What follows belongs to an exercise in optimizing a design on an open flow for small area, a short achievable clock period and few clock cycles per item; a production flow would make more cautious choices. At most, simulation tests tie the RTL to the original design; equivalence was not proved. Power is estimated from default activity; no workload was simulated.

Setup of lane 1:
==> flow/design.v (excerpt) <==
module multichannel_running_median (
    input  wire                                  i_clk,
    input  wire                                  i_rst_n,
    input  wire                                  i_in_valid,
    output logic                                 i_in_ready,
    input  wire  [mrm_pkg::CH_W-1:0]             i_in_channel,
    input  wire  [mrm_pkg::SAMPLE_W-1:0]         i_in_sample,
    output logic                                 o_out_valid,
    input  wire                                  o_out_ready,
    output logic [mrm_pkg::CH_W-1:0]             o_out_channel,
    output logic [mrm_pkg::SAMPLE_W-1:0]         o_out_median
);
Settings: LEC_CHECK=0, ABC_CLOCK_PERIOD_IN_PS=2300, CAP_MARGIN=20, CORE_MARGIN=2, CORE_UTILIZATION=62, CTS_CLUSTER_DIAMETER=60, CTS_CLUSTER_SIZE=28, PLACE_DENSITY=0.75, SETUP_SLACK_MARGIN=3.3, SLEW_MARGIN=20; clock period 5.3 ns.
run.sh (not shown) runs the stock make flow with config.mk's settings and CLKGATE_MAP_FILE= SYNTH_SCRIPT=/design/flow/synth_recipe.tcl, a recipe that flattens the netlist after the stock synthesis.
Lane 1 completed; timing, DRC and antenna clean
Testbench counts of lane 1, summed over its fixed seeds: cycles 24,024, items 24,000.
Here is what was changed in the inputs of lane 2 compared with lane 1.
Settings: swapping 0.75 for 0.78 in PLACE_DENSITY; swapping 62 for 64 in CORE_UTILIZATION; swapping 3.3 for 3.1 in SETUP_SLACK_MARGIN.
--- outcome ---
Reported for lane 2 and lane 1, post-synthesis mux area share turned out identical to the last digit.
Of the two values seen for critical path startpoint, r_q0_median[10] was produced by lane 1 and r_m_a[13] by lane 2.
For lane 1, the type of the setup path with the least slack was flop to output port, unlike lane 2, where it was flop to flop.
Global-route wire length before repair: lane 2 better than lane 1
Lane 1 vs lane 2, end of the critical path: o_out_median[10] vs r_s_lo_lt[0]
Lower area occupied by multi-input gates goes to lane 2 over lane 1.
In lane 2, the slack of the worst reg-to-reg path came out 0.06 ns below the value in lane 1.
Relative contribution of sequential cells to total power: lane 2 vs lane 1 down 1.3 points
Summary of lane 2 over lane 1: count of sequential standard cells barely changed, clock tree buffer count of the final layout climbed 16%, via count of the routed design dropped 1.4%, area added between synthesis and finish dropped 2.1 points.
[inputs] lane 3 vs lane 2
Settings: changing PLACE_DENSITY from 0.78 to 0.8; changing CORE_UTILIZATION from 64 to 66; changing SETUP_SLACK_MARGIN from 3.1 to 3.2.
--- outcome ---
Looking at the reports, lane 2 completed the entire flow and the layout it produced met the timing, design-rule and antenna checks. The flow did not stop early for lane 3: all stages ran, and the layout cleared the timing, design-rule and antenna checks. Comparing lane 2 against lane 3, there is no change at all in number of iterations in the first detailed-routing pass. Looking at capturing element of the worst setup path, the r_s_lo_lt[0] result is from lane 2; the o_out_median[14] one comes from lane 3. Overall via count from detail_route was higher in the run labelled lane 3. Source of the critical timing path: r_q0_median[14] -> lane 3, r_m_a[13] -> lane 2. Final critical path time including I/O delays and setup in lane 3 is 0.011 ns lower than in lane 2. Compared with lane 2, lane 3 shows data arrival time at the worst-slack endpoint lower by 1.43 ns. Total power density per cell area | lane 3 below lane 2.
diff inputs: lane 3 => lane 4
Settings: changing SETUP_SLACK_MARGIN from 3.2 to 3.15; changing CORE_UTILIZATION from 66 to 62; changing PLACE_DENSITY from 0.8 to 0.75.
==> run notes <==
Lane 3 → lane 4: post-detailed-route DRC marker count was more or less identical; met2 demand-to-capacity share in global routing shrank by 4.5 points; global-route wire length before repair now smaller; area growth from synthesis to final layout dropped 0.96 points. Lane 4 reports a lower share of post-route cells with drive strength above 1 than lane 3 does. Looking at highest attainable clock frequency across both flows, lane 4 is the weaker of the two, with lane 3 ahead. Of the two candidates, lane 3 has the worse cell area and lane 4 the better one. Against lane 3 as the reference, lane 4 delivers a lower number of global-route vias before repair. Compare lane 3 and lane 4 | share of the clock period used by the worst path lower: lane 3.


Setup of old:
The RTL this note starts from:
==> flow/design.v <==
`default_nettype none
package mrm_pkg;
    localparam int WINDOW   = 3;
    localparam int CHANNELS = 8;
    localparam int CH_W     = 3;
    localparam int SAMPLE_W = 32;
endpackage
`default_nettype wire
`default_nettype none
module mrm_cmp_half (
    input  wire  [mrm_pkg::SAMPLE_W-1:0] i_a,
    input  wire  [mrm_pkg::SAMPLE_W-1:0] i_b,
    input  wire  [mrm_pkg::SAMPLE_W-1:0] i_c,
    output logic [2:0]                   o_hi_lt,
    output logic [2:0]                   o_hi_eq,
    output logic [2:0]                   o_lo_lt
);
    localparam int W = mrm_pkg::SAMPLE_W;
    localparam int H = W / 2;
    function automatic logic [1:0] ult_eq(input logic [H-1:0] x, input logic [H-1:0] y);
        logic [H-1:0] lt, eq;
        lt = ~x & y;
        eq = ~(x ^ y);
        for (int s = 1; s < H; s = s * 2) begin
            for (int i = 0; i < H; i = i + 2 * s) begin
                lt[i] = lt[i+s] | (eq[i+s] & lt[i]);
                eq[i] = eq[i+s] & eq[i];
            end
        end
        ult_eq = {lt[0], eq[0]};
    endfunction
    logic [W-1:0] ua, ub, uc;
    assign ua = i_a ^ (W'(1) << (W - 1));
    assign ub = i_b ^ (W'(1) << (W - 1));
    assign uc = i_c ^ (W'(1) << (W - 1));
    logic [1:0] ab_hi, ac_hi, bc_hi, ab_lo, ac_lo, bc_lo;
    assign ab_hi = ult_eq(ua[W-1:H], ub[W-1:H]);
    assign ac_hi = ult_eq(ua[W-1:H], uc[W-1:H]);
    assign bc_hi = ult_eq(ub[W-1:H], uc[W-1:H]);
    assign ab_lo = ult_eq(ua[H-1:0], ub[H-1:0]);
    assign ac_lo = ult_eq(ua[H-1:0], uc[H-1:0]);
    assign bc_lo = ult_eq(ub[H-1:0], uc[H-1:0]);
    assign o_hi_lt = {bc_hi[1], ac_hi[1], ab_hi[1]};
    assign o_hi_eq = {bc_hi[0], ac_hi[0], ab_hi[0]};
    assign o_lo_lt = {bc_lo[1], ac_lo[1], ab_lo[1]};
endmodule
module mrm_pick (
    input  wire  [2:0] i_hi_lt,
    input  wire  [2:0] i_hi_eq,
    input  wire  [2:0] i_lo_lt,
    output logic [2:0] o_pick
);
    logic lt_ab, lt_ac, lt_bc;
    logic pick_a, pick_b, pick_c;
    assign {lt_bc, lt_ac, lt_ab} = i_hi_lt | (i_hi_eq & i_lo_lt);
    assign pick_a = lt_ab ^ lt_ac;
    assign pick_c = !pick_a && (lt_bc != lt_ab);
    assign pick_b = !pick_a && (lt_bc == lt_ab);
    assign o_pick = {pick_c, pick_b, pick_a};
endmodule
`default_nettype wire
`default_nettype none
module multichannel_running_median (
    input  wire                                  i_clk,
    input  wire                                  i_rst_n,
    input  wire                                  i_in_valid,
    output logic                                 i_in_ready,
    input  wire  [mrm_pkg::CH_W-1:0]             i_in_channel,
    input  wire  [mrm_pkg::SAMPLE_W-1:0]         i_in_sample,
    output logic                                 o_out_valid,
    input  wire                                  o_out_ready,
    output logic [mrm_pkg::CH_W-1:0]             o_out_channel,
    output logic [mrm_pkg::SAMPLE_W-1:0]         o_out_median
);
    localparam int NCH = mrm_pkg::CHANNELS;
    localparam int SW  = mrm_pkg::SAMPLE_W;
    localparam int CW  = mrm_pkg::CH_W;
    logic [NCH*SW-1:0] r_h0, r_h1;
    logic [NCH-1:0]    r_v0, r_v1;
    logic              r_m_valid;
    logic [CW-1:0]     r_m_channel;
    logic [SW-1:0]     r_m_a, r_m_b, r_m_c;
    logic              r_s_valid;
    logic [CW-1:0]     r_s_channel;
    logic [SW-1:0]     r_s_a, r_s_b, r_s_c;
    logic [2:0]        r_s_hi_lt, r_s_hi_eq, r_s_lo_lt;
    logic              r_q0_valid, r_q1_valid;
    logic [CW-1:0]     r_q0_channel, r_q1_channel;
    logic [SW-1:0]     r_q0_median, r_q1_median;
    logic              r_ready;
    logic              accept, pop, s_move, s_load, m_move, m_load;
    logic [NCH-1:0]    ch_hot;
    logic [SW-1:0]     rd_a, rd_b;
    logic [2:0]        hi_lt, hi_eq, lo_lt, pick;
    logic [SW-1:0]     median;
    assign i_in_ready    = r_ready;
    assign o_out_valid   = r_q0_valid;
    assign o_out_channel = r_q0_channel;
    assign o_out_median  = r_q0_median;
    assign accept = i_in_valid && r_ready;
    assign pop    = r_q0_valid && o_out_ready;
    assign s_move = r_s_valid && (!r_q1_valid || pop);
    assign s_load = !r_s_valid || s_move;
    assign m_move = r_m_valid && s_load;
    assign m_load = !r_m_valid || m_move;
    always_comb begin
        rd_a = '0;
        rd_b = '0;
        for (int c = 0; c < NCH; c++) begin
            ch_hot[c] = i_in_channel == CW'(c);
            rd_a = rd_a | ({SW{ch_hot[c] && r_v0[c]}} & r_h0[c*SW +: SW]);
            rd_b = rd_b | ({SW{ch_hot[c] && r_v1[c]}} & r_h1[c*SW +: SW]);
        end
    end
    always_ff @(posedge i_clk) begin
        for (int c = 0; c < NCH; c++) begin
            if (accept && ch_hot[c]) begin
                r_h0[c*SW +: SW] <= r_h1[c*SW +: SW];
                r_h1[c*SW +: SW] <= i_in_sample;
            end
        end
    end
    always_ff @(posedge i_clk) begin
        if (!i_rst_n) begin
            r_v0 <= '0;
            r_v1 <= '0;
        end else begin
            for (int c = 0; c < NCH; c++) begin
                if (accept && ch_hot[c]) begin
                    r_v0[c] <= r_v1[c];
                    r_v1[c] <= 1'b1;
                end
            end
        end
    end
    always_ff @(posedge i_clk) begin
        if (m_load) begin
            r_m_channel <= i_in_channel;
            r_m_a       <= rd_a;
            r_m_b       <= rd_b;
            r_m_c       <= i_in_sample;
        end
    end
    mrm_cmp_half u_cmp (
        .i_a     (r_m_a),
        .i_b     (r_m_b),
        .i_c     (r_m_c),
        .o_hi_lt (hi_lt),
        .o_hi_eq (hi_eq),
        .o_lo_lt (lo_lt)
    );
    always_ff @(posedge i_clk) begin
        if (s_load) begin
            r_s_channel <= r_m_channel;
            r_s_a       <= r_m_a;
            r_s_b       <= r_m_b;
            r_s_c       <= r_m_c;
            r_s_hi_lt   <= hi_lt;
            r_s_hi_eq   <= hi_eq;
            r_s_lo_lt   <= lo_lt;
        end
    end
    mrm_pick u_pick (
        .i_hi_lt (r_s_hi_lt),
        .i_hi_eq (r_s_hi_eq),
        .i_lo_lt (r_s_lo_lt),
        .o_pick  (pick)
    );
    assign median = ({SW{pick[0]}} & r_s_a) |
                    ({SW{pick[1]}} & r_s_b) |
                    ({SW{pick[2]}} & r_s_c);
    logic n_m_valid, n_s_valid, n_q0_valid, n_q1_valid;
    always_comb begin
        n_m_valid  = accept || (r_m_valid && !m_move);
        n_s_valid  = m_move || (r_s_valid && !s_move);
        n_q0_valid = r_q0_valid;
        n_q1_valid = r_q1_valid;
        if (pop) begin
            n_q0_valid = r_q1_valid || s_move;
            n_q1_valid = r_q1_valid && s_move;
        end else if (s_move) begin
            n_q0_valid = 1'b1;
            n_q1_valid = r_q0_valid;
        end
    end
    always_ff @(posedge i_clk) begin
        if (!i_rst_n) begin
            r_m_valid  <= 1'b0;
            r_s_valid  <= 1'b0;
            r_q0_valid <= 1'b0;
            r_q1_valid <= 1'b0;
            r_ready    <= 1'b1;
        end else begin
            r_m_valid  <= n_m_valid;
            r_s_valid  <= n_s_valid;
            r_q0_valid <= n_q0_valid;
            r_q1_valid <= n_q1_valid;
            r_ready    <= !(n_m_valid && n_s_valid && n_q0_valid && n_q1_valid);
        end
    end
    always_ff @(posedge i_clk) begin
        if (pop) begin
            if (r_q1_valid) begin
                r_q0_channel <= r_q1_channel;
                r_q0_median  <= r_q1_median;
            end else begin
                r_q0_channel <= r_s_channel;
                r_q0_median  <= median;
            end
        end else if (!r_q0_valid) begin
            r_q0_channel <= r_s_channel;
            r_q0_median  <= median;
        end
        if (s_move && (r_q1_valid || (r_q0_valid && !pop))) begin
            r_q1_channel <= r_s_channel;
            r_q1_median  <= median;
        end
    end
endmodule
`default_nettype wire
clock: 5.3 ns
lec_check: 0
abc_clock_period_in_ps: 2300
cap_margin: 20
core_margin: 2
core_utilization: 64
cts_cluster_diameter: 60
cts_cluster_size: 28
place_density: 0.78
setup_slack_margin: 3.2
slew_margin: 20
Testbench counts of old, summed over its fixed seeds: cycles 24,024, items 24,000.
#### Input delta (new over old)
- SETUP_SLACK_MARGIN: 3.2 -> 3.0
- PLACE_DENSITY: 0.78 -> 0.75
- CORE_UTILIZATION: 64 -> 60
### Flow results
- Re post-detailed-routing wire length: new is 2.2 mm down on old.
- The critical-path cell with the highest stage delay comes out sky130_fd_sc_hd__edfxtp_1 in one run and sky130_fd_sc_hd__a222oi_1 in the other, namely in old and new respectively.
- Setup slack: new less than old
- Delta (new minus old): horizontal die dimension picked up an extra about 3.2%; number of design-rule violations left by the first detailed-router iteration increased by 117 relative to the old numbers; final clock period utilization by the worst path went up 0.95 points.


Another version of the RTL of multichannel_running_median (not shown whole).
For scale: ~1,700 cells after synthesis, ~700 flip-flops, roughly 76 I/O pins, roughly 28,000 um2 of cells after synthesis.
Settings: LEC_CHECK=0, ABC_CLOCK_PERIOD_IN_PS=2300, CAP_MARGIN=20, CORE_MARGIN=2, CORE_UTILIZATION=40, PLACE_DENSITY=0.6, SETUP_SLACK_MARGIN=3.0, SLEW_MARGIN=20; clock period 5.3 ns.
Next try:
--- a/flow/config.mk
+++ b/flow/config.mk
@@ -7,3 +7,2 @@
 export LEC_CHECK = 0
-export ABC_CLOCK_PERIOD_IN_PS = 2300
 export CAP_MARGIN = 20
@@ -12,3 +11,2 @@
 export PLACE_DENSITY = 0.6
-export SETUP_SLACK_MARGIN = 3.0
 export SLEW_MARGIN = 20
Outcome: The new run completed with no timing, DRC or antenna violations; via count drops by 3.6%; combinational power falls by 24%; area after synthesis stays the same; design area shrinks by 3.0%; wire length went down by 4.3%; setup slack gets worse by 0.98 ns; hold slack improved by 0.0040 ns; synthesized cell count is unchanged.
No run of this note included a check of the RTL's function; only the layout flow was run.

## port drivers added, routing unchanged
The results above use ideal ports. As a check the final layouts listed here were re-extracted and re-timed, cells and wires unchanged.
Step 1 sets driving cells, clkbuf_16 on the clock port and buf_2 on the other inputs (assumed; they add their load-dependent delay and slew).
Step 2 times the ports against the registers' clock, not the clock port: input delays grow and output delays shrink by t, the midpoint of the rising clock arrivals with the driver on.
a / b / c = ideal ports / drivers / drivers and shift; a / b = the first two.
run | shift t [ns] | slack for setup (ns) | clock arrival spread, ns | worst data-port slew with drivers (ns)
lane 1 | 0.672 | 3.069 / 3.014 / 2.568 | 0.055 / 0.055 | 0.10
lane 2 | 0.663 | 3.067 / 3.030 / 2.424 | 0.045 / 0.045 | 0.09
lane 3 | 0.645 | 3.078 / 3.025 / 2.471 | 0.033 / 0.033 | 0.13
lane 4 | 0.667 | 3.057 / 2.998 / 2.429 | 0.035 / 0.035 | 0.09
old | 0.666 | 3.075 / 3.019 / 2.511 | 0.047 / 0.048 | 0.09
new | 0.655 | 3.024 / 2.970 / 2.371 | 0.037 / 0.037 | 0.07
the first run of note 3 | 0.660 | 2.129 / 2.129 / 2.056 | 0.027 / 0.028 | 0.11
the second run of note 3 | 0.667 | 1.144 / 1.144 / 1.144 | 0.024 / 0.025 | 0.12
After both steps every run listed still meets setup and hold. For new, which loses most, drivers alone change the setup slack by -0.054 ns; drivers and shift together by -0.653 ns.
